This design comes from an exercise in tuning for small area and a short achievable clock period on the open sky130 flow, not from production work. RTL that was checked went through simulation tests only; none was proved equivalent to the original. For runs 2 and 3, only the layout was checked, not whether the RTL still works. Power figures rest on the tool's default switching activity, not on a simulated workload.

File: config.mk
export PLATFORM = sky130hd
export DESIGN_NAME = socks4a_request_filter
export DESIGN_NICKNAME = socks4a_request_filter
export VERILOG_FILES = /design/flow/design.v
export SDC_FILE = /design/flow/constraint.sdc
export NUM_CORES = 4
export LEC_CHECK = 0
export CAP_MARGIN = 20
export CORE_MARGIN = 2
export CORE_UTILIZATION = 40
export PLACE_DENSITY = 0.6
export SETUP_SLACK_MARGIN = 2.3
export SLEW_MARGIN = 20
File: constraint.sdc
create_clock -name core_clock -period 4.5 [get_ports {clk}]
set_input_delay 0.9000 -clock core_clock [delete_from_list [all_inputs] [get_ports {clk}]]
set_output_delay 0.9000 -clock core_clock [all_outputs]
set_load 0.01 [all_outputs]
File: design.v
`default_nettype none
package s4rf_pkg;
  localparam int MAX_REQUEST = 4096;
  localparam int POS_W       = $clog2(MAX_REQUEST + 1);
  localparam int HEADER_LEN  = 8;
  localparam int NUM_RULES   = 6;
  localparam int RULE_W      = 38;
  localparam logic [7:0] CMD_CONNECT = 8'd1;
  localparam logic [7:0] CMD_BIND    = 8'd2;
  localparam logic [7:0] REPLY_GRANT  = 8'd90;
  localparam logic [7:0] REPLY_REJECT = 8'd91;
  localparam int REPLY_BEATS = 8;
  localparam int BEAT_W      = $clog2(REPLY_BEATS);
  localparam int              CFG_IDX_W     = 3;
  localparam int              CFG_DATA_W    = RULE_W;
  localparam logic [CFG_IDX_W-1:0] CFG_BIND_PORT = 3'd0;
  localparam int              CFG_RULE_BASE = 1;
  typedef struct packed {
    logic        valid;
    logic        kind_bind;
    logic [3:0]  wild;
    logic [31:0] addr;
  } rule_t;
  typedef struct packed {
    logic        granted;
    logic        is4a;
    logic        is_bind;
    logic [15:0] port;
    logic [31:0] addr;
  } reply_t;
endpackage
`default_nettype wire
`default_nettype none
module socks4a_request_filter (
  input  wire logic        clk,
  input  wire logic        rst_n,
  input  wire logic        in_valid,
  output logic             in_ready,
  input  wire logic [7:0]  in_req_byte,
  input  wire logic        in_end_of_request,
  output logic             out_valid,
  input  wire logic        out_ready,
  output logic [7:0]       out_reply_byte,
  output logic             out_reply_final,
  output logic             out_granted,
  output logic             out_is_socks4a,
  output logic             out_is_bind,
  input  wire logic        cfg_valid,
  output logic             cfg_ready,
  input  wire logic [2:0]  cfg_index,
  input  wire logic [37:0] cfg_data
);
  logic [5:0]  rv;             
  logic [5:0]  rk;             
  logic [3:0]  rw [6];         
  logic [31:0] ra [6];         
  logic [15:0] bp;             
  logic        bpf;            
  logic [12:0] pos;
  logic        c1, c2;         
  logic [15:0] port;
  logic [31:0] addr;
  logic [1:0]  nul;
  logic        g7;             
  logic        rvld;
  logic        last;           
  logic [2:0]  beat;
  logic        rg, r4a, rb;
  logic [15:0] rport;
  logic [31:0] raddr;
  assign cfg_ready = 1'b1;
  always_ff @(posedge clk) begin
    if (cfg_valid && cfg_index == 3'd0) bp <= cfg_data[15:0];
    if (!rst_n) bpf <= 1'b0;
    else if (cfg_valid && cfg_index == 3'd0) bpf <= 1'b1;
  end
  for (genvar i = 0; i < 6; i++) begin : g_rule
    always_ff @(posedge clk) begin
      if (cfg_valid && cfg_index == 3'(i + 1)) begin
        rk[i] <= cfg_data[36];
        rw[i] <= cfg_data[35:32];
        ra[i] <= cfg_data[31:0];
      end
      if (!rst_n) rv[i] <= 1'b0;
      else if (cfg_valid && cfg_index == 3'(i + 1)) rv[i] <= cfg_data[37];
    end
  end
  logic hdr;                   
  logic over;                  
  logic is1, is2, is3, is4, is5, is6, is7, ge7;
  assign hdr  = (pos[12:3] == 10'd0);
  assign over = pos[12];
  assign is1 = hdr && pos[2:0] == 3'd1;
  assign is2 = hdr && pos[2:0] == 3'd2;
  assign is3 = hdr && pos[2:0] == 3'd3;
  assign is4 = hdr && pos[2:0] == 3'd4;
  assign is5 = hdr && pos[2:0] == 3'd5;
  assign is6 = hdr && pos[2:0] == 3'd6;
  assign is7 = hdr && pos[2:0] == 3'd7;
  assign ge7 = !hdr || pos[2:0] == 3'd7;
  logic out_take, out_last, in_take, in_end, reply_ok, load;
  assign out_take  = rvld && out_ready;
  assign out_last  = out_take && last;
  assign in_ready  = !rvld || out_last || !in_end_of_request;
  assign in_take   = in_valid && in_ready;
  assign in_end    = in_take && in_end_of_request;
  assign reply_ok  = ge7 && (c1 || c2);
  assign load      = in_end && reply_ok;
  always_ff @(posedge clk) begin
    if (is1) begin
      c1 <= (in_req_byte == 8'd1);
      c2 <= (in_req_byte == 8'd2);
    end
    if (is2) port[15:8]  <= in_req_byte;
    if (is3) port[7:0]   <= in_req_byte;
    if (is4) addr[31:24] <= in_req_byte;
    if (is5) addr[23:16] <= in_req_byte;
    if (is6) addr[15:8]  <= in_req_byte;
    if (is7) addr[7:0]   <= in_req_byte;
  end
  logic nul_byte;
  assign nul_byte = (in_req_byte == 8'd0) && !hdr && !over;
  always_ff @(posedge clk) begin
    if (!rst_n || in_end) begin
      pos <= '0;
      nul <= '0;
    end else if (in_take) begin
      if (!over) pos <= pos + 13'd1;
      if (nul_byte && nul != 2'd2) nul <= nul + 2'd1;
    end
  end
  logic [5:0] part, part_nx, hit;
  logic       none, g_in;
  for (genvar i = 0; i < 6; i++) begin : g_match
    assign part_nx[i] = rv[i] && (rk[i] ? c2 : c1) &&
                        (rw[i][0] || ra[i][31:24] == addr[31:24]) &&
                        (rw[i][1] || ra[i][23:16] == addr[23:16]) &&
                        (rw[i][2] || ra[i][15:8]  == in_req_byte);
    assign hit[i]     = part[i] && (rw[i][3] || ra[i][7:0] == in_req_byte);
  end
  assign none = !(|rv);
  assign g_in = (|hit) || none;
  always_ff @(posedge clk) begin
    if (is6) part <= part_nx;
  end
  always_ff @(posedge clk) begin
    if (is7) g7 <= g_in;
  end
  logic rep_en;
  assign rep_en = !rvld || out_last;
  always_ff @(posedge clk) begin
    if (rep_en) begin
      rg    <= is7 ? g_in : g7;
      r4a   <= (nul == 2'd2) || (nul == 2'd1 && nul_byte);
      rb    <= c2;
      rport <= c2 ? (bpf ? bp : 16'd0) : port;
      raddr <= {addr[31:8], is7 ? in_req_byte : addr[7:0]};
    end
  end
  logic [7:0] ob, nb;
  always_comb begin
    case (beat)
      3'd7:    nb = 8'd0;
      3'd0:    nb = {7'b0101101, !rg};
      3'd1:    nb = rport[15:8];
      3'd2:    nb = rport[7:0];
      3'd3:    nb = rb ? 8'd0 : raddr[31:24];
      3'd4:    nb = rb ? 8'd0 : raddr[23:16];
      3'd5:    nb = rb ? 8'd0 : raddr[15:8];
      default: nb = rb ? 8'd0 : raddr[7:0];
    endcase
  end
  always_ff @(posedge clk) begin
    if (!rst_n) begin
      rvld <= 1'b0;
      beat <= '0;
      last <= 1'b0;
      ob   <= '0;
    end else begin
      rvld <= load || (rvld && !out_last);
      if (out_take) begin
        beat <= beat + 3'd1;
        last <= (beat == 3'd6);
        ob   <= nb;
      end
    end
  end
  assign out_valid       = rvld;
  assign out_reply_byte  = ob;
  assign out_reply_final = last;
  assign out_granted     = rg;
  assign out_is_socks4a  = r4a;
  assign out_is_bind     = rb;
endmodule
`default_nettype wire
File: flow/run.sh
#!/bin/bash
# The standard layout (the standard.sh: standard synthesis, floorplan,
# placement, CTS, routing), with two changes:
#  - the port buffers that global placement inserts on every input and output
#    are sky130_fd_sc_hd__buf_2 instead of the delay-buffer cell that
#    buffer_ports picks on its own;
#  - clock tree synthesis uses larger sink clusters and no dummy loads.
set -uo pipefail
bash standard.sh "BUFFER_PORTS_ARGS=-buffer_cell sky130_fd_sc_hd__buf_2" \
  "CTS_ARGS=-sink_clustering_enable -repair_clock_nets -dont_use_dummy_load -buf_list sky130_fd_sc_hd__clkbuf_16 -sink_clustering_size 30 -sink_clustering_max_diameter 60" \
  finish > standard.log 2>&1
File: standard.sh
#!/bin/bash
# synth_recipe.tcl (not shown) runs the flow's synth.tcl, then flattens the netlist and writes it again
# the make line also repeats each setting of config.mk as NAME=value (left out here)
make -C /OpenROAD-flow-scripts/flow DESIGN_CONFIG=/design/flow/config.mk WORK_HOME=/design/flow/orfs CLKGATE_MAP_FILE= SYNTH_SCRIPT=/design/flow/synth_recipe.tcl "${@:-finish}"
==> impl_metrics.csv, run 1 <==
group,metric,value,unit
layout,antenna_cells,0,
drt,firstDrtPassIters,5,
pwr,internal_power,5.14,mW
floorplan,chipWidth,199,µm
logic_synthesis,synth.largest_area_cell,"edfxtp_1",
setup_path,path_buf_inv,2,
logic_synthesis,ys.flop_type,"edfxtp_1",
logic_synthesis,synth_edf_count,337,
layout,nNetsFinal,1111,
layout,syn2layout_area_growth,11.6,%
drt,ant_nets,0,
drt,drt-total-wl,33800,µm
logic_synthesis,syn-num-nets,1051,
timing,hold_viol_final,0,
setup_path,cp_cell_sequence,"buf_2, nand2b_2, nor2_4, buf_4",
run_status,outcome,"finished clean",
drt,drt_iter0_markers,711,
logic_synthesis,ys_ff_latch,381,
timing,setup_viol,0,
floorplan,die_h,199,µm
clock_network,ctsRootBufferMaster,"clkbuf_16",
timing,fin_setup_tns,0,ns
pwr,vdd_ir_drop_max,0.240,mV
clock_network,cts_tree,"built",
setup_path,cpPeakStageDelay,0.80,ns
logic_synthesis,synth.avg_cell_area,15.4,µm²
floorplan,core,37500,µm²
layout,fillCellCount,3351,
setup_path,cp_data_required_time,4.74,ns
worst_hold_path,hold_path.class,"flop to flop",
floorplan,io_pins,70,
logic_synthesis,ys_seq_area_share,72.7,%
logic_synthesis,synthArstFlopShare,0,%
setup_path,cp_max_fo,30,
timing,drv_slew,0,
global_route,grt_max_degree,52,
drt,viasPerCell,5.11,
timing,max_freq,450,MHz
place,gp_congestion,0.794,
drt,route.vias.total,7920,
setup_path,slowest_stage,"nor2_4",
timing,fin_skew,0.0369,ns
clock_network,clk_path_buf_depth,3,
clock_network,clk_pin_slew_worst_paths,0.08,ns
floorplan,die_area,39400,µm²
flow_run,maxCapViolations,0,
pwr,p_per_area,383,nW/µm²
timing,slew_headroom,29.4,%
drt,wl_per_cell,21.8,µm
logic_synthesis,synth_area,15100,µm²
global_route,antenna_found_initial,0,
global_route,grt_pass1_wl,50800,µm
logic_synthesis,yosysTopAreaCellShare,66.8,%
clock_network,cts_sinks,381,
timing,timing.final.crit_share,49.4,%
layout,final_common_cell,"edfxtp_1",
place,port_buffers,68,
clock_network,insertion_delay,0.58,ns
logic_synthesis,yosysWarnings,3,
pwr,p_leak,5.83,nW
pwr,p_sw,1.34,mW
setup_path,cpLargestDelayFamily,"simple AND/OR/NAND/NOR gates",
timing,fin_crit,2.22,ns
pwr,p_comb_share,4.5,%
setup_path,critPathArrivalTime,2.47,ns
layout,final_cell_mix,"edfxtp_1 (337), xor2_1 (187), buf_2 (59), nor4_1 (50), nor2_1 (48)",
logic_synthesis,ys_top_cells_by_area,"edfxtp_1 (67%), xor2_1 (11%), dfxtp_1 (5.8%), nor4_1 (2.1%), nor2_1 (1.3%)",
layout,drive_gt1_share,13.7,%
place,hpwl,22600,µm
logic_synthesis,synth_cell_types,52,
floorplan,rows,71,
setup_path,setup.worst_path.class,"input pin to flop",
global_route,grt_usage,17.6,%
setup_path,critPathCaptureType,"flop",
clock_network,cts-buffers-inserted,28,
drt,drc,0,
pwr,p_clk_share,33.7,%
timing,worst_pin_slew,1.06,ns
setup_path,worst_setup_path_start_kind,"input pin",
floorplan,initial_core_util,40.4,%
global_route,first_global_vias,8034,
layout,final_cells,1551,
logic_synthesis,syn_inst,982,
place,dp.cells,1518,
global_route,grt_overflow,0,
clock_network,htree_levels,1,
timing,rsz0062_at_grt,"yes",
pwr,sw_frac_of_total,20.6,%
pwr,pwr-share-seq,61.8,%
==> worst paths after layout <==
path	startpoint	endpoint	slack (ns)	cells after the start
max	cfg_index[2]	ra[0][14]$_DFFE_PP_	2.28	4
min	addr[15]$_DFFE_PP_	raddr[15]$_DFFE_PP_	0.43	0
max reg2reg	beat[0]$_SDFFE_PN0N_	ob[1]$_SDFFE_PN0N_	2.39	7
min reg2reg	addr[15]$_DFFE_PP_	raddr[15]$_DFFE_PP_	0.43	0
==> cell usage after synthesis (2+ instances only) <==
library cell / n
nand3_1: 5
o21a_1: 2
nand2_1: 33
buf_4: 3
and2_1: 7
inv_1: 27
nor2_1: 53
nor3_1: 3
buf_2: 9
o21ai_1: 15
a211oi_1: 7
xor2_1: 187
dfxtp_1: 44
ha_1: 14
a2111oi_2: 2
and4_1: 3
a41o_1: 7
a221oi_1: 5
nor2b_1: 2
edfxtp_1: 337
mux2i_1: 2
nand2b_1: 9
o21ai_0: 17
buf_1: 5
nand4_1: 3
clkbuf_1: 32
a222oi_1: 10
a21boi_1: 7
a22oi_1: 4
and3_1: 7
o211ai_1: 6
a21oi_1: 20
mux2_1: 8
xnor2_1: 17
nor4_1: 50
a2111oi_0: 4
==> logic make-up after synthesis <==
family	Yosys count	synth area share, %
flip-flops	381	72.7
XOR/XNOR	204	11.8
AND/OR/NAND/NOR	183	6.29
AO/OA/AOI/OAI	110	5.12
buffers and inverters	78	2.13
adder cells (fa/ha/maj)	14	1.16
multiplexers	11	0.826
other	1	0.0248
==> sequential cells by signal, indices dropped and copies added, names as in the netlist, 2 cells and up <==
register and count:
addr 32, rv 6, part 6, beat 3
port 16, bp 16, ob 8, ra 192
nul 2, rk 6, rport 16, pos 13
rw 24, raddr 32
==> routing by layer <==
metal	global-route usage, %	share of wire [%]	vias to the layer above
met3	2.20	4.8	42
met2	29.1	49	200
met5	0	0	-
met4	4.26	1.9	0
li1	-	-	3701
met1	24.8	45	3977
==> metrics by stage <==
step	hold WS (ns)	power, mW	util, %	worst slack [ns]	cell area [µm²]
after floorplan	0.400	4.23	-	2.12	15300
after global placement	0.400	4.37	42.8	1.72	16000
after detailed placement	0.405	4.37	42.8	1.69	16100
after CTS	0.426	6.53	44.9	2.26	16800
after global routing	0.429	6.68	45.1	2.19	16900
final	0.425	6.47	45.1	2.28	16900
==> layout make-up <==
class	count	area (µm²)	area share (%)
Clock buffer	28	701	4.15
Inverter	28	109	0.644
Multi-Input combinational cell	523	3950	23.4
Sequential cell	381	11000	65.2
Tap cell	511	639	3.79
Timing Repair Buffer	80	485	2.87
==> power groups by stage <==
stage	sequential, mW	combinational [mW]	clock, mW
floorplan	4.06	0.176	0
global placement	4.08	0.284	0
detailed placement	4.08	0.289	0
CTS	4.00	0.293	2.23
global route	4.01	0.321	2.35
finish	4.00	0.291	2.18
==> repair_timing <==
action,in CTS,in global routing
endpoints found under the setup margin,34,39
pin swaps,4,5
hold buffers,0,0
resized for setup,12,18
setup buffers,3,1
==> inputs of run 2 (changes only) <==
--- a/design.v
+++ b/design.v
@@ -153,17 +153,19 @@
       rg    <= is7 ? g_in : g7;
       r4a   <= (nul == 2'd2) || (nul == 2'd1 && nul_byte);
       rb    <= c2;
-      rport <= c2 ? (bpf ? bp : 16'd0) : port;
+      rport <= port;
       raddr <= {addr[31:8], is7 ? in_req_byte : addr[7:0]};
     end
   end
-  logic [7:0] ob, nb;
+  logic [7:0]  ob, nb;
+  logic [15:0] bpv;
+  assign bpv = bpf ? bp : 16'd0;
   always_comb begin
     case (beat)
       3'd7:    nb = 8'd0;
       3'd0:    nb = {7'b0101101, !rg};
-      3'd1:    nb = rport[15:8];
-      3'd2:    nb = rport[7:0];
+      3'd1:    nb = rb ? bpv[15:8] : rport[15:8];
+      3'd2:    nb = rb ? bpv[7:0]  : rport[7:0];
       3'd3:    nb = rb ? 8'd0 : raddr[31:24];
       3'd4:    nb = rb ? 8'd0 : raddr[23:16];
       3'd5:    nb = rb ? 8'd0 : raddr[15:8];
--- a/flow/run.sh
+++ b/flow/run.sh
@@ -7,5 +7,5 @@
 #  - clock tree synthesis uses larger sink clusters and no dummy loads.
 set -uo pipefail
 bash standard.sh "BUFFER_PORTS_ARGS=-buffer_cell sky130_fd_sc_hd__buf_2" \
-  "CTS_ARGS=-sink_clustering_enable -repair_clock_nets -dont_use_dummy_load -buf_list sky130_fd_sc_hd__clkbuf_16 -sink_clustering_size 30 -sink_clustering_max_diameter 60" \
+  "CTS_ARGS=-sink_clustering_enable -repair_clock_nets -dont_use_dummy_load -buf_list sky130_fd_sc_hd__clkbuf_8 -sink_clustering_size 16 -sink_clustering_max_diameter 50" \
   finish > standard.log 2>&1
==> impl_metrics.csv, run 2 <==
group,metric,value,unit
run_status,outcome,"finished clean",
clock_network,clk_pin_slew_worst_paths,0.09,ns
logic_synthesis,synth_area,15100,µm²
floorplan,die_h,198,µm
pwr,p_per_area,365,nW/µm²
logic_synthesis,synth.largest_area_cell,"edfxtp_1",
drt,route.vias.total,7963,
logic_synthesis,ys_seq_area_share,72.9,%
place,port_buffers,68,
timing,holdWs,0.419,ns
global_route,grt_usage,18.2,%
pwr,internal_power,4.80,mW
place,gp_congestion,0.788,
global_route,grt_max_degree,52,
layout,antenna_cells,0,
logic_synthesis,syn_inst,967,
timing,fin_skew,0.0710,ns
worst_hold_path,hold_path.class,"flop to flop",
clock_network,insertion_delay,0.57,ns
pwr,p_leak,5.70,nW
logic_synthesis,synthArstFlopShare,0,%
pwr,p_sw,1.31,mW
logic_synthesis,ys.flop_type,"edfxtp_1",
floorplan,chipWidth,198,µm
global_route,grt_overflow,0,
layout,nNetsFinal,1113,
layout,final_cells,1553,
setup_path,cp_data_required_time,3.60,ns
floorplan,io_pins,70,
timing,hold_viol_final,0,
logic_synthesis,synth_edf_count,337,
layout,largest_register_ffs,192,
logic_synthesis,ys_top_cells_by_area,"edfxtp_1 (67%), xor2_1 (11%), dfxtp_1 (5.8%), nor4_1 (2.1%), ha_1 (1.2%)",
drt,firstDrtPassIters,5,
pwr,sw_frac_of_total,21.4,%
place,dpl_cell_area,16000,µm²
layout,drive_gt1_share,15.4,%
layout,post-route-util,44.7,%
layout,design_area,16700,µm²
drt,ant_nets,0,
logic_synthesis,synth_most_common_cell,"edfxtp_1",
drt,drt_iter0_markers,628,
drt,wl_per_cell,22.3,µm
setup_path,cp_max_fo,3,
logic_synthesis,yosysTopAreaCellShare,67.0,%
place,dp.cells,1505,
layout,top_register,"ra",
clock_network,holdBufCountCts,0,
floorplan,core,37400,µm²
floorplan,die_area,39300,µm²
logic_synthesis,synth_commonest_cells,"edfxtp_1 (337), xor2_1 (188), nor4_1 (50)",
pwr,p_comb_share,4.8,%
timing,fin_crit,2.23,ns
setup_path,setup.worst_path.class,"input pin to primary output",
clock_network,ctsRootBufferMaster,"clkbuf_8",
floorplan,initial_core_util,40.4,%
logic_synthesis,synth.avg_cell_area,15.6,µm²
clock_network,cts_sinks,381,
flow_run,maxCapViolations,0,
place,hpwl,23000,µm
logic_synthesis,syn-num-nets,1036,
setup_path,reg2reg_slack,2.41,ns
logic_synthesis,yosysWarnings,3,
timing,max_freq,449,MHz
setup_path,critPathCaptureType,"primary output",
timing,slew_headroom,33.1,%
clock_network,clk_path_buf_depth,3,
timing,setup_viol,0,
pwr,pwr-share-seq,65.5,%
layout,top_regs,"ra: 192 flops, addr: 32 flops, raddr: 32 flops",
logic_synthesis,ys_ff_latch,381,
drt,drt-total-wl,34600,µm
layout,final_cell_mix,"edfxtp_1 (337), xor2_1 (188), buf_2 (61), nor4_1 (50), dfxtp_1 (42)",
timing,worst_pin_slew,1.00,ns
pwr,vdd_ir_drop_max,0.255,mV
clock_network,htree_levels,2,
drt,viasPerCell,5.13,
pwr,p_clk_share,29.8,%
timing,fin_setup_tns,0,ns
timing,timing.final.crit_share,49.5,%
logic_synthesis,synth_cell_types,54,
layout,final_common_cell,"edfxtp_1",
timing,drv_slew,0,
global_route,grt_pass1_wl,51700,µm
floorplan,rows,71,
setup_path,worst_setup_path_start_kind,"input pin",
drt,drc,0,
timing,rsz0062_at_grt,"yes",
global_route,antenna_found_initial,1,
setup_path,critPathArrivalTime,1.33,ns
layout,syn2layout_area_growth,10.9,%
clock_network,cts_tree,"built",
global_route,first_global_vias,7934,
clock_network,cts-buffers-inserted,38,
run 2: cell types whose count changed in the layout (fill, tap and decap cells not counted), moves of 4 or more:
cell	previous run	this run
nor2_1	48	36
inv_1	26	16
a21boi_0	0	6
a222oi_1	10	2
nand3_1	5	9
o21ai_1	15	0
clkbuf_8	0	38
clkbuf_16	28	0
mux2_2	0	8
a21boi_1	6	0
mux2_1	8	1
a32oi_1	1	10
a21oi_1	20	29
buf_4	12	18
run 2: repair_timing:
item,4_1_cts,5_1_grt
endpoints found under the setup margin,31,17
pin swaps,3,3
buffers inserted,5,4
gates resized for setup,11,14
run 2: worst max-delay path: stages:
cell and delay [ns]:
buf_8 0.10, a21boi_4 0.14, nand2_1 0.06, buf_2 0.13
run 2: stage by stage:
stage	setup slack [ns]	total power, mW
after floorplan	2.12	4.23
after global placement	1.68	4.36
after detailed placement	1.60	4.37
after CTS	2.23	6.17
after global routing	2.22	6.35
final	2.27	6.11
run 2: final cells by class:
class                      count  area [µm²]
multi-input combinational    520        3950
clock buffer                  38         523
sequential                   381       11000
tap                          511         639
fill                        3311       20700
timing repair buffer          86         546
inverter                      17        67.6
run 2: cells by family after synthesis:
| group | count (synthesis) | share of synthesized area (%) |
|---|---|---|
| simple gates | 178 | 6.23 |
| compound gates | 112 | 5.21 |
| flops | 381 | 72.9 |
| fa+ha+maj | 14 | 1.16 |
| mux | 11 | 0.804 |
| buf+inv | 66 | 1.86 |
| other cells | 1 | 0.0248 |
| xor+xnor | 204 | 11.8 |
run 2: worst paths after layout:
kind                                        endpoint  cells after the start              start
worst max-delay path                        in_ready                      4          out_ready
worst min-delay path              rport[0]$_DFFE_PP_                      0  port[0]$_DFFE_PP_
worst max register to register  pos[11]$_SDFFE_PP0P_                      8  last$_SDFFE_PN0N_
worst min register to register    rport[0]$_DFFE_PP_                      0  port[0]$_DFFE_PP_
run 2: metal layers:
metal | up-vias | wire length [µm] | track usage (%)
met5 | - | 7 | 0
met4 | 2 | 725 | 4.96
met3 | 49 | 1820 | 2.79
met2 | 214 | 16900 | 30.3
met1 | 4006 | 15200 | 24.9
li1 | 3692 | - | -
run 2: power by group through the flow:
stage	Clock [mW]	Sequential [mW]	Combinational [mW]
final	1.82	4.00	0.291
after global routing	2.02	4.01	0.323
after CTS	1.88	4.00	0.292
after detailed placement	0	4.08	0.287
after global placement	0	4.08	0.283
after floorplan	0	4.05	0.176
==> inputs of run 3 (changes only) <==
--- a/config.mk
+++ b/config.mk
@@ -7,7 +7,7 @@
 export LEC_CHECK = 0
 export CAP_MARGIN = 20
 export CORE_MARGIN = 2
-export CORE_UTILIZATION = 40
-export PLACE_DENSITY = 0.6
+export CORE_UTILIZATION = 60
+export PLACE_DENSITY = 0.7
 export SETUP_SLACK_MARGIN = 2.3
 export SLEW_MARGIN = 20
==> impl_metrics.csv, run 3 <==
group,metric,value,unit
run_status,outcome,"finished clean",
clock_network,cts_sinks,381,
timing,rsz0062_at_grt,"yes",
floorplan,die_area,26400,µm²
logic_synthesis,synthXorXnorAreaFrac,11.8,%
logic_synthesis,synth_edf_count,337,
logic_synthesis,ys_top_cells_by_area,"edfxtp_1 (67%), xor2_1 (11%), dfxtp_1 (5.8%), nor4_1 (2.1%), ha_1 (1.2%)",
layout,fillCellCount,1789,
setup_path,critPathArrivalTime,1.36,ns
setup_path,slowest_stage,"a21boi_4",
pwr,p_leak,5.67,nW
floorplan,die_h,163,µm
setup_path,rr_worst_depth,3,
global_route,antenna_found_initial,1,
logic_synthesis,syn_inst,967,
setup_path,cp_cell_sequence,"buf_8, a21boi_4, nand2_1, buf_2",
setup_path,cp_data_required_time,3.60,ns
pwr,finalPower,6.02,mW
floorplan,rows,58,
clock_network,clk_pin_slew_worst_paths,0.09,ns
logic_synthesis,synth_adder_area_share,1.16,%
setup_path,critPathCaptureType,"primary output",
setup_path,reg2reg_slack,2.42,ns
timing,drv_slew,0,
drt,firstDrtPassIters,5,
drt,drt-total-wl,32400,µm
setup_path,cpPeakStageDelay,0.16,ns
pwr,vdd_ir_drop_max,0.304,mV
pwr,p_per_area,365,nW/µm²
layout,nNetsFinal,1110,
floorplan,io_pins,70,
logic_synthesis,synth.avg_cell_area,15.6,µm²
drt,ant_nets,0,
worst_hold_path,holdPathEnd,"rport[5]$_DFFE_PP_",
logic_synthesis,synth_commonest_cells,"edfxtp_1 (337), xor2_1 (188), nor4_1 (50)",
timing,setup_viol,0,
setup_path,reg2reg_to,"port[4]$_DFFE_PP_",
worst_hold_path,hold_path.class,"flop to flop",
logic_synthesis,synth_top_family_by_area,"XOR/XNOR gates",
floorplan,chipWidth,163,µm
clock_network,insertion_delay,0.55,ns
logic_synthesis,synth.largest_area_cell,"edfxtp_1",
layout,syn2layout_area_growth,9.14,%
logic_synthesis,ys_ff_latch,381,
timing,timing.final.crit_share,50.1,%
clock_network,clk_path_buf_depth,3,
place,gp_congestion,0.794,
logic_synthesis,synth_most_common_cell,"edfxtp_1",
layout,top_regs,"ra: 192 flops, addr: 32 flops, raddr: 32 flops",
layout,final_cell_mix,"edfxtp_1 (337), xor2_1 (188), buf_2 (60), nor4_1 (50), dfxtp_1 (43)",
global_route,grt_max_degree,52,
logic_synthesis,ys_seq_area_share,72.9,%
clock_network,htree_levels,2,
flow_run,maxCapViolations,0,
logic_synthesis,ys.flop_type,"edfxtp_1",
global_route,grt_overflow,0,
global_route,grt_pass1_wl,48100,µm
timing,fin_setup_tns,0,ns
drt,route.vias.total,8093,
global_route,grt_usage,25.1,%
setup_path,setup.worst_path.class,"input pin to primary output",
timing,fin_crit,2.26,ns
setup_path,cp_max_fo,3,
logic_synthesis,syn-num-nets,1036,
clock_network,ctsRootBufferMaster,"clkbuf_8",
timing,hold_viol_final,0,
logic_synthesis,synth_cell_types,54,
drt,wl_per_cell,23.7,µm
timing,slew_headroom,37.1,%
layout,multi_input_area,3960,µm²
floorplan,initial_core_util,60.5,%
layout,drive_gt1_share,14.8,%
clock_network,cts_tree,"built",
place,port_buffers,68,
layout,antenna_cells,0,
timing,max_freq,443,MHz
setup_path,r2r_start,"pos[4]$_SDFFE_PP0P_",
logic_synthesis,yosys.area_share.simple,6.23,%
timing,worst_pin_slew,0.943,ns
drt,viasPerCell,5.91,
worst_hold_path,hold_start,"port[5]$_DFFE_PP_",
clock_network,cts-buffers-inserted,35,
layout,top_register,"ra",
logic_synthesis,synth-compound-area-share,5.21,%
place,hpwl,21400,µm
logic_synthesis,synth_area,15100,µm²
worst_hold_path,whs_path_depth,0,
layout,largest_register_ffs,192,
timing,fin_skew,0.0389,ns
logic_synthesis,synthMuxAreaShare,0.804,%
drt,drt_iter0_markers,623,
setup_path,worst_setup_path_start_kind,"input pin",
layout,ff_latch_area,11000,µm²
global_route,first_global_vias,7971,
logic_synthesis,synthArstFlopShare,0,%
drt,drc,0,
floorplan,core,25000,µm²
logic_synthesis,yosysTopAreaCellShare,67.0,%
logic_synthesis,yosysWarnings,3,
layout,final_common_cell,"edfxtp_1",
run 3: cell counts after synthesis:
Identical to the previous run, type by type.
run 3: logic make-up after synthesis:
logic type               Yosys count
buffers and inverters             66
adder cells (fa/ha/maj)           14
AND/OR/NAND/NOR                  178
AO/OA/AOI/OAI                    112
multiplexers                      11
other                              1
flip-flops                       381
XOR/XNOR                         204
run 3: worst max-delay path by stage:
stage	cells past startpoint	start	slack, ns	to
after global placement	6	in_req_byte[4]	1.72	rg$_DFFE_PP_
after CTS	4	out_ready	2.22	in_ready
after detailed placement	6	in_req_byte[4]	1.66	rg$_DFFE_PP_
after floorplan	4	cfg_valid	2.12	rv[3]$_SDFFE_PN0P_
final	4	out_ready	2.24	in_ready
after global routing	4	out_ready	2.22	in_ready
run 3: critical path, delay by kind of cell:
family,cells,cell delay [ns]
AOI/OAI and AO/OA,1,0.16
buffers and inverters,2,0.23
and+or+nand+nor,1,0.06
run 3: final cells by class:
type                       instances  share of cell area (%)
clock buffer                      35                    2.92
inverter                          17                   0.410
multi-input combinational        522                    24.0
sequential                       381                    66.8
tap                              330                    2.51
timing repair buffer              84                    3.33
run 3: routing by layer:
layer | wire (µm) | part of all wire [%] | up-vias | global-route usage [%]
li1 | - | - | 3692 | -
met1 | 13900 | 43 | 4054 | 34.8
met2 | 15700 | 48 | 294 | 42.4
met5 | 11 | 0.034 | - | 0
met3 | 2110 | 6.5 | 51 | 3.74
met4 | 768 | 2.4 | 2 | 6.32
run 3: stage by stage:
step	hold WS, ns	worst slack (ns)	utilization [%]	instance area (µm²)	instances
2_1_floorplan	0.400	2.12	-	15300	967
3_5_place_dp	0.405	1.66	63.5	15900	1326
3_3_place_gp	0.400	1.72	63.2	15800	1323
5_1_grt	0.428	2.22	66.0	16500	1369
4_1_cts	0.423	2.22	65.7	16400	1364
6_report	0.423	2.24	66.0	16500	1369
run 3: where the power goes:
group | internal [mW] | switching [mW] | leakage [nW] | total [mW]
Clock | 0.698 | 1.03 | 0.252 | 1.73
Combinational | 0.0995 | 0.191 | 1.90 | 0.291
Sequential | 3.94 | 0.0528 | 3.52 | 4.00
Total | 4.74 | 1.27 | 5.67 | 6.02
run 3: repair_timing:
action / 4_1_cts / 5_1_grt
pin swaps: 2 / 4
buffers inserted: 3 / 2
setup endpoints to repair: 19 / 43
gates resized for setup: 10 / 11
hold buffers: 0 / 0
gates cloned: 0 / 2
==> inputs of run 4 (changes only) <==
--- a/design.v
+++ b/design.v
@@ -64,7 +64,6 @@
   logic        g7;             
   logic        rvld;
   logic        last;           
-  logic [2:0]  beat;
   logic        rg, r4a, rb;
   logic [15:0] rport;
   logic [31:0] raddr;
@@ -157,33 +156,28 @@
       raddr <= {addr[31:8], is7 ? in_req_byte : addr[7:0]};
     end
   end
+  logic [7:0]  bt;
   logic [7:0]  ob, nb;
   logic [15:0] bpv;
-  assign bpv = bpf ? bp : 16'd0;
-  always_comb begin
-    case (beat)
-      3'd7:    nb = 8'd0;
-      3'd0:    nb = {7'b0101101, !rg};
-      3'd1:    nb = rb ? bpv[15:8] : rport[15:8];
-      3'd2:    nb = rb ? bpv[7:0]  : rport[7:0];
-      3'd3:    nb = rb ? 8'd0 : raddr[31:24];
-      3'd4:    nb = rb ? 8'd0 : raddr[23:16];
-      3'd5:    nb = rb ? 8'd0 : raddr[15:8];
-      default: nb = rb ? 8'd0 : raddr[7:0];
-    endcase
-  end
+  assign bpv  = bpf ? bp : 16'd0;
+  assign last = bt[7];
+  assign nb = ({8{bt[0]}} & {7'b0101101, !rg}) |
+              ({8{bt[1]}} & (rb ? bpv[15:8] : rport[15:8])) |
+              ({8{bt[2]}} & (rb ? bpv[7:0]  : rport[7:0])) |
+              ({8{bt[3] && !rb}} & raddr[31:24]) |
+              ({8{bt[4] && !rb}} & raddr[23:16]) |
+              ({8{bt[5] && !rb}} & raddr[15:8]) |
+              ({8{bt[6] && !rb}} & raddr[7:0]);
   always_ff @(posedge clk) begin
     if (!rst_n) begin
       rvld <= 1'b0;
-      beat <= '0;
-      last <= 1'b0;
+      bt   <= 8'd1;
       ob   <= '0;
     end else begin
       rvld <= load || (rvld && !out_last);
       if (out_take) begin
-        beat <= beat + 3'd1;
-        last <= (beat == 3'd6);
-        ob   <= nb;
+        bt <= {bt[6:0], bt[7]};
+        ob <= nb;
       end
     end
   end
--- a/config.mk
+++ b/config.mk
@@ -7,7 +7,8 @@
 export LEC_CHECK = 0
 export CAP_MARGIN = 20
 export CORE_MARGIN = 2
-export CORE_UTILIZATION = 60
-export PLACE_DENSITY = 0.7
-export SETUP_SLACK_MARGIN = 2.3
+export CORE_UTILIZATION = 40
+export PLACE_DENSITY = 0.6
+export SETUP_SLACK_MARGIN = 2.45
 export SLEW_MARGIN = 20
+export TNS_END_PERCENT = 5
==> impl_metrics.csv, run 4 <==
group,metric,value,unit
run_status,outcome,"finished clean",
clock_network,htree_levels,2,
timing,setup_viol,0,
layout,nNetsFinal,1094,
global_route,first_global_vias,7894,
logic_synthesis,yosysWarnings,3,
timing,fin_crit,2.21,ns
timing,worst_pin_slew,0.831,ns
logic_synthesis,synth_commonest_cells,"edfxtp_1 (337), xor2_1 (189), nor4_1 (51)",
logic_synthesis,synth.largest_area_cell,"edfxtp_1",
timing,rsz0062_at_grt,"yes",
setup_path,worst_setup_path_start_kind,"input pin",
logic_synthesis,synth_cell_types,44,
setup_path,setup.worst_path.class,"input pin to primary output",
setup_path,cp_data_required_time,3.60,ns
place,dpl_cell_area,15900,µm²
floorplan,rows,71,
global_route,grt_max_degree,52,
layout,final_common_cell,"edfxtp_1",
layout,final_cells,1503,
setup_path,r2r_start,"rb$_DFFE_PP_",
logic_synthesis,ys.flop_type,"edfxtp_1",
place,dp.cells,1454,
drt,viasPerCell,5.28,
logic_synthesis,synth_most_common_cell,"edfxtp_1",
setup_path,critPathArrivalTime,1.31,ns
logic_synthesis,synth.avg_cell_area,15.7,µm²
layout,largest_register_ffs,192,
setup_path,cp_max_fo,2,
floorplan,io_pins,70,
place,gp_congestion,0.824,
timing,fin_skew,0.0626,ns
clock_network,insertion_delay,0.55,ns
logic_synthesis,synthArstFlopShare,0,%
logic_synthesis,syn-num-nets,1019,
layout,drive_gt1_share,15.0,%
logic_synthesis,ys_seq_area_share,73.7,%
floorplan,chipWidth,198,µm
place,dp_worst_setup_slack,1.53,ns
clock_network,cts_tree,"built",
timing,fin_setup_tns,0,ns
timing,max_freq,453,MHz
clock_network,clk_path_buf_depth,3,
drt,wl_per_cell,23.3,µm
global_route,antenna_found_initial,0,
layout,syn2layout_area_growth,10.5,%
pwr,vdd_ir_drop_max,0.210,mV
setup_path,reg2reg_slack,2.39,ns
drt,ant_nets,0,
timing,timing.final.crit_share,49.1,%
layout,top_register,"ra",
floorplan,core,37300,µm²
floorplan,die_h,198,µm
logic_synthesis,ys_top_cells_by_area,"edfxtp_1 (67%), xor2_1 (11%), dfxtp_1 (6.4%), nor4_1 (2.1%), a21oi_1 (1.6%)",
timing,drv_slew,0,
setup_path,critPathCapture,"in_ready",
logic_synthesis,yosysTopAreaCellShare,67.3,%
place,port_buffers,68,
setup_path,reg2reg_to,"ob[2]$_SDFFE_PN0N_",
layout,fillCellCount,3321,
drt,drc,0,
worst_hold_path,hold_path.class,"flop to flop",
pwr,finalPower,6.17,mW
setup_path,rr_worst_depth,5,
logic_synthesis,synth_edf_count,337,
global_route,grt_overflow,0,
logic_synthesis,syn_inst,956,
pwr,p_per_area,371,nW/µm²
floorplan,initial_core_util,40.3,%
layout,antenna_cells,0,
pwr,p_leak,5.61,nW
floorplan,die_area,39200,µm²
clock_network,ctsRootBufferMaster,"clkbuf_8",
layout,post-route-util,44.5,%
clock_network,clk_pin_slew_worst_paths,0.08,ns
logic_synthesis,synth_area,15000,µm²
layout,top_regs,"ra: 192 flops, addr: 32 flops, raddr: 32 flops",
drt,drt_iter0_markers,645,
global_route,grt_usage,18.2,%
layout,design_area,16600,µm²
timing,holdWs,0.387,ns
timing,slew_headroom,44.6,%
logic_synthesis,ys_ff_latch,385,
drt,firstDrtPassIters,5,
timing,setup_ws,2.29,ns
drt,drt-total-wl,35000,µm
setup_path,critPathCaptureType,"primary output",
place,hpwl,23200,µm
global_route,grt_pass1_wl,51400,µm
clock_network,cts_sinks,385,
clock_network,cts-buffers-inserted,37,
timing,hold_viol_final,0,
layout,final_cell_mix,"edfxtp_1 (337), xor2_1 (189), buf_2 (59), nor4_1 (48), a21oi_1 (48)",
flow_run,maxCapViolations,0,
setup_path,setup.worst_path.start,"out_ready",
drt,route.vias.total,7943,
==> run 4: area by class of cell <==
type	instances	area [µm²]	share of cell area, %
Clock buffer	37	509	3.06
Sequential cell	385	11100	66.7
Tap cell	474	593	3.57
Multi-Input combinational cell	508	3810	22.9
Timing Repair Buffer	87	578	3.48
Inverter	12	48.8	0.294
==> run 4: worst min-delay path by stage <==
stage | start | endpoint | slack, ns | cells past startpoint
after floorplan | addr[10]$_DFFE_PP_ | raddr[10]$_DFFE_PP_ | 0.40 | 0
after global placement | port[5]$_DFFE_PP_ | rport[5]$_DFFE_PP_ | 0.40 | 0
after detailed placement | addr[15]$_DFFE_PP_ | raddr[15]$_DFFE_PP_ | 0.40 | 0
after CTS | port[14]$_DFFE_PP_ | rport[14]$_DFFE_PP_ | 0.39 | 0
after global routing | port[14]$_DFFE_PP_ | rport[14]$_DFFE_PP_ | 0.41 | 0
final | port[14]$_DFFE_PP_ | rport[14]$_DFFE_PP_ | 0.39 | 0
==> run 4: worst max-delay path, cell delays in order <==
cell	delay [ns]
buf_8	0.10
a21boi_4	0.12
nand2_1	0.06
buf_2	0.13
==> run 4: cells by family after synthesis <==
family	after synthesis	share of synthesized area (%)
xor+xnor	203	11.8
buf+inv	63	1.76
simple gates	160	5.66
mux	11	0.807
flops	385	73.7
other cells	1	0.0249
compound gates	125	5.60
fa+ha+maj	8	0.665
==> run 4: what timing repair did <==
item,4_1_cts,5_1_grt
resized for setup,16,3
pin swaps,2,0
endpoints found under the setup margin,86,57
setup buffers,9,2
hold buffers,0,0
==> run 4: where the power goes <==
part,total [mW],internal [mW],switching (mW)
logic,0.321,0.110,0.211
clock network,1.80,0.737,1.07
registers,4.04,3.98,0.0575
total,6.17,4.83,1.33
==> run 4: metal layers <==
| metal | wire length, µm | GRT usage, % | up-vias |
|---|---|---|---|
| met2 | 16300 | 29.1 | 222 |
| met5 | 0 | 0 | - |
| met3 | 1790 | 2.78 | 44 |
| met4 | 594 | 4.18 | 0 |
| li1 | - | - | 3670 |
| met1 | 16200 | 26.3 | 4007 |
==> inputs of run 5 (changes only) <==
--- a/config.mk
+++ b/config.mk
@@ -7,8 +7,7 @@
 export LEC_CHECK = 0
 export CAP_MARGIN = 20
 export CORE_MARGIN = 2
-export CORE_UTILIZATION = 40
-export PLACE_DENSITY = 0.6
-export SETUP_SLACK_MARGIN = 2.45
+export CORE_UTILIZATION = 50
+export PLACE_DENSITY = 0.65
+export SETUP_SLACK_MARGIN = 2.3
 export SLEW_MARGIN = 20
-export TNS_END_PERCENT = 5
==> impl_metrics.csv, run 5 <==
group,metric,value,unit
setup_path,critPathCaptureType,"primary output",
flow_run,maxCapViolations,0,
pwr,p_leak,5.59,nW
pwr,p_per_area,371,nW/µm²
drt,firstDrtPassIters,5,
setup_path,reg2reg_to,"part[5]$_DFFE_PP_",
floorplan,chipWidth,177,µm
logic_synthesis,synth_cell_types,44,
setup_path,setup.worst_path.class,"input pin to primary output",
logic_synthesis,yosysTopAreaCellShare,67.3,%
clock_network,clk_pin_slew_worst_paths,0.05,ns
floorplan,die_h,177,µm
floorplan,die_area,31500,µm²
logic_synthesis,syn-num-nets,1019,
drt,ant_nets,0,
timing,drv_slew,0,
timing,max_freq,454,MHz
timing,fin_skew,0.0512,ns
pwr,pwr-share-seq,66.3,%
logic_synthesis,ys.flop_type,"edfxtp_1",
pwr,sw_frac_of_total,21.4,%
timing,fin_setup_tns,0,ns
global_route,grt_overflow,0,
pwr,internal_power,4.79,mW
place,dp_worst_setup_slack,1.67,ns
layout,final_common_cell,"edfxtp_1",
place,hpwl,21900,µm
setup_path,rr_worst_depth,4,
setup_path,slowest_stage,"buf_2",
layout,design_area,16400,µm²
setup_path,cp_cell_sequence,"buf_8, a21boi_4, nand2_1, buf_2",
global_route,grt_usage,21.3,%
setup_path,path_buf_inv,2,
drt,viasPerCell,5.62,
logic_synthesis,synth.avg_cell_area,15.7,µm²
floorplan,initial_core_util,50.8,%
floorplan,io_pins,70,
setup_path,cpPeakStageDelay,0.13,ns
pwr,finalPower,6.09,mW
setup_path,worst_setup_path_start_kind,"input pin",
setup_path,cpLargestDelayFamily,"buffers and inverters",
run_status,outcome,"finished clean",
global_route,antenna_found_initial,0,
floorplan,core,29600,µm²
logic_synthesis,ys_seq_area_share,73.7,%
layout,final_cell_mix,"edfxtp_1 (337), xor2_1 (189), buf_2 (60), nor4_1 (51), a21oi_1 (48)",
layout,nNetsFinal,1095,
pwr,p_clk_share,28.5,%
place,port_buffers,68,
logic_synthesis,ys_top_cells_by_area,"edfxtp_1 (67%), xor2_1 (11%), dfxtp_1 (6.4%), nor4_1 (2.1%), a21oi_1 (1.6%)",
global_route,grt_max_degree,52,
drt,wl_per_cell,23.7,µm
drt,route.vias.total,7985,
setup_path,critPathArrivalTime,1.30,ns
timing,hold_viol_final,0,
pwr,vdd_ir_drop_max,0.202,mV
layout,largest_register_ffs,192,
clock_network,cts-buffers-inserted,35,
layout,antenna_cells,0,
clock_network,cts_sinks,385,
drt,drt_iter0_markers,562,
timing,rsz0062_at_grt,"yes",
logic_synthesis,synth_commonest_cells,"edfxtp_1 (337), xor2_1 (189), nor4_1 (51)",
setup_path,cp_data_required_time,3.60,ns
logic_synthesis,synth_area,15000,µm²
logic_synthesis,ys_ff_latch,385,
place,gp_congestion,0.785,
setup_path,reg2reg_slack,2.35,ns
pwr,p_comb_share,5.3,%
logic_synthesis,synth_edf_count,337,
floorplan,rows,63,
layout,top_regs,"ra: 192 flops, addr: 32 flops, raddr: 32 flops",
place,dpl_cell_area,15800,µm²
drt,drt-total-wl,33700,µm
clock_network,holdBufCountCts,0,
logic_synthesis,synth.largest_area_cell,"edfxtp_1",
setup_path,path_depth,4,
timing,fin_crit,2.20,ns
timing,setup_viol,0,
layout,post-route-util,55.5,%
layout,syn2layout_area_growth,9.26,%
clock_network,htree_levels,2,
timing,setup_ws,2.30,ns
setup_path,critPathCapture,"in_ready",
global_route,first_global_vias,7716,
logic_synthesis,yosysWarnings,3,
clock_network,cts_tree,"built",
setup_path,setup.worst_path.start,"out_ready",
timing,timing.final.crit_share,48.9,%
clock_network,clk_path_buf_depth,3,
layout,drive_gt1_share,14.8,%
global_route,grt_pass1_wl,48500,µm
layout,top_register,"ra",
logic_synthesis,synth_most_common_cell,"edfxtp_1",
timing,slew_headroom,34.7,%
pwr,p_sw,1.30,mW
drt,drc,0,
clock_network,ctsRootBufferMaster,"clkbuf_8",
clock_network,insertion_delay,0.55,ns
logic_synthesis,synthArstFlopShare,0,%
setup_path,r2r_start,"addr[21]$_DFFE_PP_",
logic_synthesis,syn_inst,956,
worst_hold_path,hold_path.class,"flop to flop",
setup_path,cp_max_fo,2,
timing,worst_pin_slew,0.978,ns
-- run 5: kinds of logic (layout without fill, tap and decap cells) --
kind of cell / after synthesis / after routing / synth area share, %
flip-flops: 385 / 385 / 73.7
XOR/XNOR: 203 / 203 / 11.8
AND/OR/NAND/NOR: 160 / 161 / 5.66
AO/OA/AOI/OAI: 125 / 125 / 5.60
buffers and inverters: 63 / 136 / 1.76
multiplexers: 11 / 11 / 0.807
adder cells (fa/ha/maj): 8 / 8 / 0.665
other: 1 / 1 / 0.0249
-- run 5: cell type report --
type	count	area, µm²
Timing Repair Buffer	89	538
Multi-Input combinational cell	509	3800
Inverter	12	48.8
Clock buffer	35	482
Tap cell	390	488
Fill cell	2406	13200
Sequential cell	385	11100
-- run 5: worst min path at each step --
stage / start / endpoint / slack [ns] / depth (start not counted)
6_report: port[14]$_DFFE_PP_ / rport[14]$_DFFE_PP_ / 0.42 / 0
5_1_grt: addr[11]$_DFFE_PP_ / raddr[11]$_DFFE_PP_ / 0.42 / 0
4_1_cts: port[14]$_DFFE_PP_ / rport[14]$_DFFE_PP_ / 0.42 / 0
3_5_place_dp: addr[8]$_DFFE_PP_ / raddr[8]$_DFFE_PP_ / 0.40 / 0
3_3_place_gp: port[1]$_DFFE_PP_ / rport[1]$_DFFE_PP_ / 0.40 / 0
2_1_floorplan: addr[10]$_DFFE_PP_ / raddr[10]$_DFFE_PP_ / 0.40 / 0
-- run 5: power groups by stage --
stage                     clock, mW  combinational (mW)  sequential (mW)
after floorplan                   0               0.188             4.10
after global placement            0               0.302             4.12
after detailed placement          0               0.306             4.13
after CTS                      1.78               0.317             4.04
after global routing           1.90               0.348             4.05
final                          1.73               0.320             4.04
-- run 5: what timing repair did --
item / CTS / global route
setup endpoints to repair: 4 / 42
pin swaps: 2 / 3
resized for setup: 9 / 4
gates cloned: 0 / 1
buffers inserted: 4 / 9
-- run 5: per-layer routing --
layer | wire, µm | track usage [%] | up-vias
met5 | 0 | 0 | -
met4 | 618 | 5.19 | 0
met3 | 1740 | 3.53 | 44
met2 | 15900 | 34.6 | 225
met1 | 15400 | 30.3 | 4042
li1 | - | - | 3674
-- run 5: through the flow --
stage | hold WS, ns | cells
3_3_place_gp | 0.401 | 1370
3_5_place_dp | 0.405 | 1370
4_1_cts | 0.418 | 1409
6_report | 0.416 | 1420
2_1_floorplan | 0.400 | 956
5_1_grt | 0.421 | 1420
==> inputs of run 6 (changes only) <==
--- a/config.mk
+++ b/config.mk
@@ -7,7 +7,7 @@
 export LEC_CHECK = 0
 export CAP_MARGIN = 20
 export CORE_MARGIN = 2
-export CORE_UTILIZATION = 50
-export PLACE_DENSITY = 0.65
-export SETUP_SLACK_MARGIN = 2.3
+export CORE_UTILIZATION = 40
+export PLACE_DENSITY = 0.6
+export SETUP_SLACK_MARGIN = 2.2
 export SLEW_MARGIN = 20
==> impl_metrics.csv, run 6 <==
group,metric,value,unit
clock_network,clk_pin_slew_worst_paths,0.08,ns
place,port_buffers,68,
logic_synthesis,syn-num-nets,1019,
logic_synthesis,yosysWarnings,3,
logic_synthesis,yosysTopAreaCellShare,67.3,%
logic_synthesis,ys_ff_latch,385,
drt,drt_iter0_markers,771,
floorplan,die_h,198,µm
clock_network,cts-buffers-inserted,39,
timing,timing.final.crit_share,49.8,%
pwr,p_leak,5.57,nW
floorplan,chipWidth,198,µm
floorplan,rows,71,
logic_synthesis,synth_cell_types,44,
logic_synthesis,ys_top_cells_by_area,"edfxtp_1 (67%), xor2_1 (11%), dfxtp_1 (6.4%), nor4_1 (2.1%), a21oi_1 (1.6%)",
logic_synthesis,synth.avg_cell_area,15.7,µm²
pwr,p_sw,1.35,mW
drt,drt-total-wl,35100,µm
logic_synthesis,synth_edf_count,337,
clock_network,cts_tree,"built",
clock_network,holdBufCountCts,0,
logic_synthesis,ys_seq_area_share,73.7,%
global_route,antenna_found_initial,0,
layout,final_cell_mix,"edfxtp_1 (337), xor2_1 (189), buf_2 (67), nor4_1 (51)",
pwr,finalPower,6.21,mW
place,gp_congestion,0.781,
drt,drc,0,
layout,fillCellCount,3355,
pwr,pwr-share-seq,65.1,%
drt,firstDrtPassIters,5,
setup_path,critPathArrivalTime,1.34,ns
clock_network,insertion_delay,0.58,ns
clock_network,ctsRootBufferMaster,"clkbuf_8",
logic_synthesis,synth.largest_area_cell,"edfxtp_1",
pwr,p_clk_share,29.8,%
timing,max_freq,446,MHz
clock_network,clk_path_buf_depth,3,
drt,route.vias.total,7913,
floorplan,die_area,39200,µm²
layout,top_regs,"ra: 192 flops, addr: 32 flops, raddr: 32 flops",
timing,rsz0062_at_grt,"yes",
timing,drv_slew,0,
global_route,grt_pass1_wl,51500,µm
layout,nNetsFinal,1090,
pwr,p_per_area,376,nW/µm²
global_route,first_global_vias,7900,
setup_path,worst_setup_path_start_kind,"input pin",
flow_run,maxCapViolations,0,
setup_path,cp_cell_sequence,"buf_2, a21boi_4, nand2_1, buf_2",
pwr,p_comb_share,5.1,%
setup_path,critPathCaptureType,"primary output",
timing,fin_setup_tns,0,ns
global_route,grt_max_degree,52,
floorplan,io_pins,70,
worst_hold_path,hold_path.class,"flop to flop",
logic_synthesis,synthArstFlopShare,0,%
timing,setup_viol,0,
layout,antenna_cells,0,
setup_path,cp_max_fo,3,
logic_synthesis,ys.flop_type,"edfxtp_1",
logic_synthesis,synth_commonest_cells,"edfxtp_1 (337), xor2_1 (189), nor4_1 (51)",
global_route,grt_overflow,0,
run_status,outcome,"finished clean",
timing,hold_viol_final,0,
setup_path,cpMostUsedCell,"buf_2",
drt,wl_per_cell,23.4,µm
drt,viasPerCell,5.28,
setup_path,slowest_stage,"buf_2",
logic_synthesis,syn_inst,956,
layout,top_register,"ra",
layout,syn2layout_area_growth,9.91,%
clock_network,htree_levels,2,
global_route,grt_usage,18.1,%
layout,final_common_cell,"edfxtp_1",
logic_synthesis,synth_area,15000,µm²
layout,largest_register_ffs,192,
timing,worst_pin_slew,0.801,ns
drt,ant_nets,0,
floorplan,core,37300,µm²
floorplan,initial_core_util,40.3,%
clock_network,cts_sinks,385,
timing,fin_skew,0.0883,ns
pwr,vdd_ir_drop_max,0.207,mV
timing,slew_headroom,46.6,%
layout,drive_gt1_share,14.0,%
pwr,sw_frac_of_total,21.7,%
place,hpwl,23300,µm
setup_path,cpPeakStageDelay,0.13,ns
setup_path,cp_data_required_time,3.60,ns
logic_synthesis,synth_most_common_cell,"edfxtp_1",
pwr,internal_power,4.86,mW
timing,fin_crit,2.24,ns
setup_path,setup.worst_path.class,"input pin to primary output",
-- run 6: cell counts after synthesis --
Identical to the previous run, type by type.
-- run 6: cell families (layout without fill, tap and decap cells) --
family	after synthesis	after routing	share of synthesized area [%]
AOI/OAI and AO/OA	125	125	5.60
xor gates and xnor gates	203	203	11.8
DFF	385	385	73.7
and+or+nand+nor	160	161	5.66
buffers and inverters	63	131	1.76
adders and majority gates	8	8	0.665
other	1	1	0.0249
muxes	11	11	0.807
-- run 6: final cells by class --
type	count	area [µm²]	share of cell area (%)
repair buffers	80	485	2.94
flip-flops and latches	385	11100	67.0
well taps	474	593	3.59
clock buffers	39	537	3.25
multi-input cells	509	3790	22.9
inverters	12	48.8	0.295
-- run 6: power by group through the flow --
stage | Sequential (mW) | Combinational [mW] | Clock [mW]
after floorplan | 4.10 | 0.183 | 0
after global placement | 4.12 | 0.304 | 0
after detailed placement | 4.13 | 0.310 | 0
after CTS | 4.04 | 0.319 | 1.90
after global routing | 4.05 | 0.347 | 2.04
final | 4.04 | 0.315 | 1.85
-- run 6: metrics by stage --
step | hold WS, ns | cell area, µm² | utilization [%] | cells | setup slack [ns]
2_1_floorplan | 0.400 | 15100 | - | 956 | 1.91
3_3_place_gp | 0.401 | 15900 | 42.6 | 1452 | 1.70
3_5_place_dp | 0.405 | 15900 | 42.7 | 1454 | 1.66
4_1_cts | 0.412 | 16500 | 44.2 | 1497 | 2.21
5_1_grt | 0.415 | 16500 | 44.3 | 1499 | 2.19
6_report | 0.417 | 16500 | 44.3 | 1499 | 2.26
-- run 6: timing repair --
| action | CTS | global route |
|---|---|---|
| gates resized for setup | 1 | 2 |
| setup buffers | 4 | 0 |
| setup endpoints to repair | 3 | 13 |
| pin swaps | 1 | 2 |
| cloned | 0 | 1 |
-- run 6: layer usage --
| metal | part of all wire (%) | track usage, % | vias to the layer above |
|---|---|---|---|
| met5 | 0 | 0 | - |
| met3 | 4.3 | 2.66 | 53 |
| met1 | 47 | 25.9 | 4028 |
| li1 | - | - | 3664 |
| met2 | 46 | 29.2 | 168 |
| met4 | 2.0 | 4.40 | 0 |
-- run 6: path summary, 6_finish.rpt --
kind                   startpoint                   to  slack [ns]  cells after the start
max                     out_ready             in_ready        2.26                      4
min            addr[11]$_DFFE_PP_  raddr[11]$_DFFE_PP_        0.42                      0
max reg2reg  pos[12]$_SDFFE_PP0N_         rg$_DFFE_PP_        2.42                      5
min reg2reg    addr[11]$_DFFE_PP_  raddr[11]$_DFFE_PP_        0.42                      0
-- run 6: critical path: cells and delay by family --
kind / cells / cell delay, ns
buffers and inverters: 2 / 0.25
AO/OA/AOI/OAI: 1 / 0.12
AND/OR/NAND/NOR: 1 / 0.06
==> inputs of run 7 (changes only) <==
--- a/config.mk
+++ b/config.mk
@@ -9,5 +9,5 @@
 export CORE_MARGIN = 2
 export CORE_UTILIZATION = 40
 export PLACE_DENSITY = 0.6
-export SETUP_SLACK_MARGIN = 2.2
+export SETUP_SLACK_MARGIN = 2.5
 export SLEW_MARGIN = 20
==> impl_metrics.csv, run 7 <==
group,metric,value,unit
pwr,p_per_area,367,nW/µm²
timing,timing.final.crit_share,49.3,%
layout,fillCellCount,3293,
clock_network,insertion_delay,0.58,ns
logic_synthesis,syn-num-nets,1019,
global_route,first_global_vias,7697,
timing,drv_slew,0,
timing,fin_crit,2.22,ns
worst_hold_path,whs_path_depth,0,
logic_synthesis,synth-compound-area-share,5.60,%
logic_synthesis,yosys.area_share.simple,5.66,%
logic_synthesis,yosysWarnings,3,
logic_synthesis,synth_adder_area_share,0.665,%
drt,drt_iter0_markers,475,
logic_synthesis,synth_top_family_by_area,"XOR/XNOR gates",
layout,top_regs,"ra: 192 flops, addr: 32 flops, raddr: 32 flops",
logic_synthesis,ys_ff_latch,385,
worst_hold_path,holdPathEnd,"rport[1]$_DFFE_PP_",
logic_synthesis,ys_top_cells_by_area,"edfxtp_1 (67%), xor2_1 (11%), dfxtp_1 (6.4%), nor4_1 (2.1%), a21oi_1 (1.6%)",
place,gp_congestion,0.774,
global_route,grt_busiest_layer,"met2",
pwr,p_leak,5.79,nW
clock_network,htree_levels,2,
layout,top_register,"ra",
layout,nNetsFinal,1120,
timing,slew_headroom,36.6,%
clock_network,cts_sinks,385,
clock_network,ctsRootBufferMaster,"clkbuf_8",
place,hpwl,22700,µm
timing,hold_viol_final,0,
logic_synthesis,synthArstFlopShare,0,%
drt,route.vias.total,8026,
drt,drc,0,
clock_network,clk_path_buf_depth,3,
pwr,pwr-share-seq,64.9,%
clock_network,cts-buffers-inserted,38,
place,dp_worst_setup_slack,1.75,ns
setup_path,cp_data_required_time,3.60,ns
logic_synthesis,ys.flop_type,"edfxtp_1",
logic_synthesis,ys_seq_area_share,73.7,%
drt,ant_nets,0,
setup_path,rr_worst_depth,5,
pwr,sw_frac_of_total,21.8,%
timing,rsz0062_at_grt,"yes",
logic_synthesis,synthMuxAreaShare,0.807,%
floorplan,io_pins,70,
pwr,vdd_ir_drop_max,0.218,mV
logic_synthesis,synthXorXnorAreaFrac,11.8,%
setup_path,critPathArrivalTime,1.32,ns
timing,setup_viol,0,
global_route,grtUsageMet1,25.2,%
pwr,p_sw,1.35,mW
setup_path,worst_setup_path_start_kind,"input pin",
worst_hold_path,hold_path.class,"flop to flop",
logic_synthesis,synth_edf_count,337,
pwr,internal_power,4.86,mW
worst_hold_path,hold_start,"port[1]$_DFFE_PP_",
floorplan,core,37300,µm²
logic_synthesis,synth.largest_area_cell,"edfxtp_1",
logic_synthesis,synth_commonest_cells,"edfxtp_1 (337), xor2_1 (189), nor4_1 (51)",
layout,final_common_cell,"edfxtp_1",
logic_synthesis,yosysTopAreaCellShare,67.3,%
clock_network,cts_tree,"built",
drt,firstDrtPassIters,5,
clock_network,clk_pin_slew_worst_paths,0.08,ns
floorplan,rows,71,
logic_synthesis,syn_inst,956,
drt,wl_per_cell,22.8,µm
timing,setup_ws,2.28,ns
drt,viasPerCell,5.25,
setup_path,setup.worst_path.class,"input pin to primary output",
setup_path,r2r_start,"rb$_DFFE_PP_",
layout,antenna_cells,0,
global_route,antenna_found_initial,4,
layout,syn2layout_area_growth,12.6,%
setup_path,reg2reg_to,"ob[0]$_SDFFE_PN0N_",
global_route,use_met3,3.56,%
logic_synthesis,synth.avg_cell_area,15.7,µm²
drt,drt-total-wl,34800,µm
logic_synthesis,synth_area,15000,µm²
logic_synthesis,synth_cell_types,44,
timing,max_freq,451,MHz
pwr,p_comb_share,5.5,%
floorplan,chipWidth,198,µm
layout,drive_gt1_share,18.4,%
timing,fin_setup_tns,0,ns
floorplan,initial_core_util,40.3,%
setup_path,critPathCaptureType,"primary output",
global_route,use_met2,28.7,%
flow_run,maxCapViolations,0,
timing,fin_skew,0.0614,ns
pwr,p_clk_share,29.6,%
logic_synthesis,synth_most_common_cell,"edfxtp_1",
run_status,outcome,"finished clean",
place,port_buffers,68,
floorplan,die_h,198,µm
clock_network,holdBufCountCts,0,
timing,worst_pin_slew,0.948,ns
global_route,grt_overflow,0,
global_route,grt_max_degree,52,
layout,largest_register_ffs,192,
floorplan,die_area,39200,µm²
global_route,grt_pass1_wl,51300,µm
global_route,grt_usage,18.2,%
layout,final_cell_mix,"edfxtp_1 (337), xor2_1 (189), buf_2 (56), a21oi_1 (47)",
setup_path,cp_max_fo,2,
setup_path,reg2reg_slack,2.54,ns
[run 7: changes by cell type in the layout (fill, tap and decap cells not counted), moves of 4 or more]
cell / previous run / this run
nor4_2: 0 / 5
nor4_1: 51 / 46
a221oi_1: 6 / 2
buf_2: 67 / 56
a221oi_2: 0 / 4
buf_6: 0 / 6
buf_4: 9 / 41
[run 7: worst max-delay path: stages]
cell and delay (ns):
buf_8 0.10, a21boi_4 0.14, nand2_2 0.06, buf_6 0.12
[run 7: power by group through the flow]
stage | Sequential, mW | Clock, mW | Combinational (mW)
4_1_cts | 4.04 | 1.89 | 0.330
6_report | 4.03 | 1.84 | 0.343
3_5_place_dp | 4.13 | 0 | 0.308
2_1_floorplan | 4.10 | 0 | 0.196
5_1_grt | 4.04 | 2.00 | 0.375
3_3_place_gp | 4.12 | 0 | 0.302
[run 7: per-layer routing]
layer  up-vias  routed length [µm]
li1       3722                   -
met1      4013               15500
met2       225               16300
met3        60                2050
met4         6                 939
met5         -                  34
[run 7: timing repair]
action | in CTS | in global routing
endpoints found under the setup margin | 71 | 49
endpoints found under the hold margin | 0 | 0
buffers inserted | 8 | 27
gates cloned | 2 | 0
resized for setup | 33 | 10
pin swaps | 7 | 2
[run 7: area by class of cell]
cell class,count,area (µm²),share of cell area (%)
clock buffers,38,523,3.09
multi-input cells,510,3900,23.0
flip-flops and latches,385,11100,65.4
repair buffers,110,788,4.65
well taps,474,593,3.50
inverters,12,48.8,0.288
[run 7: how the worst max path moves through the flow]
stage / start / endpoint / slack, ns / cells past startpoint
2_1_floorplan: cfg_valid / rv[3]$_SDFFE_PN0P_ / 2.11 / 4
3_3_place_gp: in_req_byte[0] / rg$_DFFE_PP_ / 1.78 / 6
3_5_place_dp: in_req_byte[0] / rg$_DFFE_PP_ / 1.75 / 6
4_1_cts: out_ready / in_ready / 2.26 / 4
5_1_grt: rvld$_SDFF_PN0_ / in_ready / 2.25 / 3
6_report: out_ready / in_ready / 2.28 / 4
[run 7: per-stage QoR]
step | util [%] | hold slack [ns] | total power, mW | std cells | area, µm²
final | 45.4 | 0.414 | 6.21 | 1529 | 16900
after global routing | 45.4 | 0.412 | 6.42 | 1529 | 16900
after CTS | 44.7 | 0.415 | 6.26 | 1502 | 16700
after detailed placement | 42.8 | 0.405 | 4.44 | 1454 | 16000
after global placement | 42.7 | 0.401 | 4.43 | 1452 | 15900
after floorplan | - | 0.400 | 4.29 | 956 | 15300
[run 7: cell families (layout without fill, tap and decap cells)]
logic type               count (synthesis)  after routing
other                                    1              1
adder cells (fa/ha/maj)                  8              8
buffers and inverters                   63            160
AO/OA/AOI/OAI                          125            125
AND/OR/NAND/NOR                        160            162
flip-flops                             385            385
XOR/XNOR                               203            203
multiplexers                            11             11

-- afterwards: timing with drivers on the ports --
Ports are ideal in the flow. The routed layouts listed here were re-timed in OpenROAD.
Step 1, drivers: a clkbuf_16 drives clk and a buf_2 each remaining input, both assumed.
Step 2, shift: input delay + t, output delay - t, t = (earliest + latest rising clock arrival at the registers) / 2. This alone moves slack from input paths to output paths.
Three values: ideal, step 1, step 2; two values: the first two.
run | t (ns) | slack for setup (ns) | hold slack, ns | worst setup path after step 2 | clock arrival spread, ns
run 1 | 0.609 | 2.278 / 2.241 / 1.695 | 0.425 / 0.425 / 0.425 | input to register | 0.045 / 0.045
run 2 | 0.586 | 2.271 / 2.230 / 1.797 | 0.419 / 0.419 / 0.419 | input to register | 0.076 / 0.076
run 3 | 0.571 | 2.244 / 2.202 / 1.822 | 0.423 / 0.423 / 0.423 | input to register | 0.045 / 0.045
run 4 | 0.566 | 2.291 / 2.253 / 1.756 | 0.387 / 0.387 / 0.387 | input to register | 0.062 / 0.063
run 5 | 0.567 | 2.299 / 2.259 / 1.764 | 0.416 / 0.416 / 0.416 | input to register | 0.054 / 0.054
run 6 | 0.575 | 2.257 / 2.239 / 1.722 | 0.417 / 0.417 / 0.417 | input to register | 0.089 / 0.089
run 7 | 0.600 | 2.282 / 2.242 / 1.968 | 0.414 / 0.414 / 0.414 | input to register | 0.061 / 0.062
After both steps setup and hold are still met in every run listed. The setup slack of run 1, which loses most, moves by -0.037 ns with the drivers and by -0.583 ns with both steps.
